This is an optimization exercise on Yosys and OpenROAD, whose aim is small area, a short achievable clock period and few clock cycles per item, not a production implementation. The RTL was checked by simulation tests, not by an equivalence proof against the original design. Power figures rest on the tool's default switching activity, not on a simulated workload.

Design butterfly_pipe_unit, start of the top module:
module butterfly_pipe_unit #(
    parameter int unsigned WIDTH         = 16,
    parameter int unsigned FRACTION_BITS = 14,
    parameter int unsigned TAG_WIDTH     = 5
) (
    input  logic                 CLK,
    input  logic                 RST,
    input  logic                 in_valid,
    output logic                 in_ready,
    input  logic [WIDTH-1:0]     in_1_real,
    input  logic [WIDTH-1:0]     in_1_imag,
    input  logic [WIDTH-1:0]     in_2_real,
    input  logic [WIDTH-1:0]     in_2_imag,
    input  logic [WIDTH-1:0]     twiddle_real,
    input  logic [WIDTH-1:0]     twiddle_imag,
    input  logic [TAG_WIDTH-1:0] in_tag,
    input  logic                 mode_inverse,
    input  logic                 scale_half,
    output logic                 out_valid,
    input  logic                 out_ready,
    output logic [WIDTH-1:0]     even_real,
    output logic [WIDTH-1:0]     even_imag,
    output logic [WIDTH-1:0]     odd_real,
    output logic [WIDTH-1:0]     odd_imag,
    output logic [TAG_WIDTH-1:0] out_tag,
    output logic                 ovf_flag,
    input  logic                 ovf_clear
);
    localparam int unsigned SW = 19;                          
    localparam int unsigned RW = 4 * WIDTH + TAG_WIDTH + 1;   
    logic en_q;
    assign in_ready = en_q;
    logic [7:0] dr_one, dr_two, dr_neg, di_one, di_two, di_neg;
    always_comb begin
        for (int j = 0; j < 8; j++) begin
            logic r2, r1, r0, i2, i1, i0;
            r2 = twiddle_real[2*j+1];  r1 = twiddle_real[2*j];
            r0 = (j == 0) ? 1'b0 : twiddle_real[2*j-1];
            i2 = twiddle_imag[2*j+1];  i1 = twiddle_imag[2*j];
            i0 = (j == 0) ? 1'b0 : twiddle_imag[2*j-1];
            dr_one[j] = r1 ^ r0;
            dr_two[j] = (r2 & !r1 & !r0) | (!r2 & r1 & r0);
            dr_neg[j] = r2;
            di_one[j] = i1 ^ i0;
            di_two[j] = (i2 & !i1 & !i0) | (!i2 & i1 & i0);
            di_neg[j] = i2 ^ mode_inverse;
        end
    end
    logic                    v1_q;
    logic [WIDTH-1:0]        a1r_q, a1i_q, b1r_q, b1i_q;
  ...
export LEC_CHECK = 0
export ABC_CLOCK_PERIOD_IN_PS = 3000
export CAP_MARGIN = 20
export CORE_MARGIN = 2
export CORE_UTILIZATION = 55
export PLACE_DENSITY = 0.72
export SETUP_SLACK_MARGIN = 5
export SLEW_MARGIN = 20
create_clock -name core_clock -period 10.0 [get_ports {CLK}]
standard.sh (not shown) runs the stock make flow with config.mk's settings and CLKGATE_MAP_FILE= SYNTH_SCRIPT=/design/flow/synth_recipe.tcl, a recipe that flattens the netlist after the stock synthesis.
==> flow/flow/run.sh <==
#!/bin/bash
set -e
bash standard.sh SETUP_SLACK_MARGIN=${FLOW_MARGIN:-6.65} \
  "BUFFER_PORTS_ARGS=-buffer_cell sky130_fd_sc_hd__buf_1" finish > standard.log 2>&1
Testbench counts at the start, summed over its fixed seeds: cycles 16,032, items 16,000.
Edit:
==> flow/flow/run.sh (replaced) <==
#!/bin/bash
set -e
bash standard.sh SETUP_SLACK_MARGIN=${FLOW_MARGIN:-6.5} \
  "BUFFER_PORTS_ARGS=-buffer_cell sky130_fd_sc_hd__buf_1" finish > standard.log 2>&1
--- a/flow/config.mk
+++ b/flow/config.mk
@@ -11,2 +11,2 @@
-export CORE_UTILIZATION = 55
-export PLACE_DENSITY = 0.72
+export CORE_UTILIZATION = 65
+export PLACE_DENSITY = 0.85
After rerunning: Clock skew went down by 21 ps. Global-route usage is higher by 5.0 points. Routed wire length falls by about 0.5%. Critical path depth does not change. Total power came out lower by 1.8%. Non-clock buffer count drops by 40. Maximum frequency drops by 1.4%.
Edit:
==> flow/flow/run.sh (replaced) <==
#!/bin/bash
set -e
bash standard.sh SETUP_SLACK_MARGIN=${FLOW_MARGIN:-6.5} \
  "BUFFER_PORTS_ARGS=-buffer_cell sky130_fd_sc_hd__buf_2" finish > standard.log 2>&1
--- a/flow/config.mk
+++ b/flow/config.mk
@@ -11,2 +11,2 @@
-export CORE_UTILIZATION = 65
-export PLACE_DENSITY = 0.85
+export CORE_UTILIZATION = 40
+export CTS_BUF_LIST = sky130_fd_sc_hd__clkbuf_8
Outcome: Die area rises by 62%. Hold slack hardly moves. Clock skew increases by 42 ps. Wire length went up by 2.0%. Worst setup slack gets better by 46 ps. Utilization decreases by 27 points. Power shrinks by 1.4%. Sequential share of layout area shrinks by 0.82 points.
Edit:
--- a/flow/config.mk
+++ b/flow/config.mk
@@ -12 +11,0 @@
-export CTS_BUF_LIST = sky130_fd_sc_hd__clkbuf_8
Outcome:
- The new run produced a clean layout
- final area hardly moves
- clock power increases by roughly a tenth
- clock-buffer cell count decreases by 21
- hold slack hardly moves
- flip-flop and latch count is unchanged
- synthesized cell count stays the same
- non-clock buffer count decreases by 3
- maximum frequency hardly moves
Edit:
==> flow/flow/run.sh (replaced) <==
#!/bin/bash
set -e
bash standard.sh SETUP_SLACK_MARGIN=${FLOW_MARGIN:-6.7} \
  "BUFFER_PORTS_ARGS=-buffer_cell sky130_fd_sc_hd__buf_2" finish > standard.log 2>&1
Effect: Non-clock buffer count rises by 56; clock skew hardly moves; sequential power increases by about 0.8%; worst setup slack improved by 16 ps; global-route usage increases by 0.81 points.
Edit:
==> flow/flow/run.sh (replaced) <==
#!/bin/bash
set -e
bash standard.sh SETUP_SLACK_MARGIN=${FLOW_MARGIN:-6.5} \
  "BUFFER_PORTS_ARGS=-buffer_cell sky130_fd_sc_hd__buf_1" finish > standard.log 2>&1
--- a/flow/config.mk
+++ b/flow/config.mk
@@ -11 +11,2 @@
-export CORE_UTILIZATION = 40
+export CORE_UTILIZATION = 55
+export PLACE_DENSITY = 0.72
Result: The changed run ran to the end with no violations. Cell count drops by 9.1%. Worst hold slack barely changes. Die area drops by 27%. Sequential share of layout area climbs by 2.2 points. Final area drops by 6.6%. Total power drops by 6.4%. Via count drops by 0.63%. Worst setup slack is worse by 5.2 ps. Critical path depth climbs by 1. Register-to-register slack barely changes.

==> port drivers added, routing unchanged <==
How much do the figures lean on ideal ports? The routed layouts below were timed once more, with nothing changed but the port constraints. Step 1 assumes that a clkbuf_16 drives the clock port and a buf_2 every other input. Step 2 adds t to the input delays and takes it off the output delays; t is the mean of the earliest and latest rising clock arrival at the registers after step 1. Input paths then give back, and output paths get back, about the clock's delay inside the block. Three values: ideal, step 1, step 2; two values: the first two.
run | t (ns) | slack for setup (ns) | worst register clock-pin slew, ns | pins driven straight from the clock port
the first run | 0.693 | 6.506 / 6.506 / 6.149 | 0.06 / 0.06 | 1
the second run | 0.704 | 6.458 / 6.458 / 6.133 | 0.07 / 0.07 | 1
the third run | 0.877 | 6.504 / 6.472 / 5.918 | 0.07 / 0.07 | 1
the fourth run | 0.736 | 6.509 / 6.509 / 6.104 | 0.06 / 0.06 | 1
the fifth run | 0.746 | 6.525 / 6.525 / 6.111 | 0.07 / 0.07 | 1
the sixth run | 0.708 | 6.520 / 6.520 / 6.075 | 0.06 / 0.06 | 1
After both steps every run listed still meets setup and hold. For the third run, which loses most, drivers alone change the setup slack by -0.032 ns; drivers and shift together by -0.586 ns.
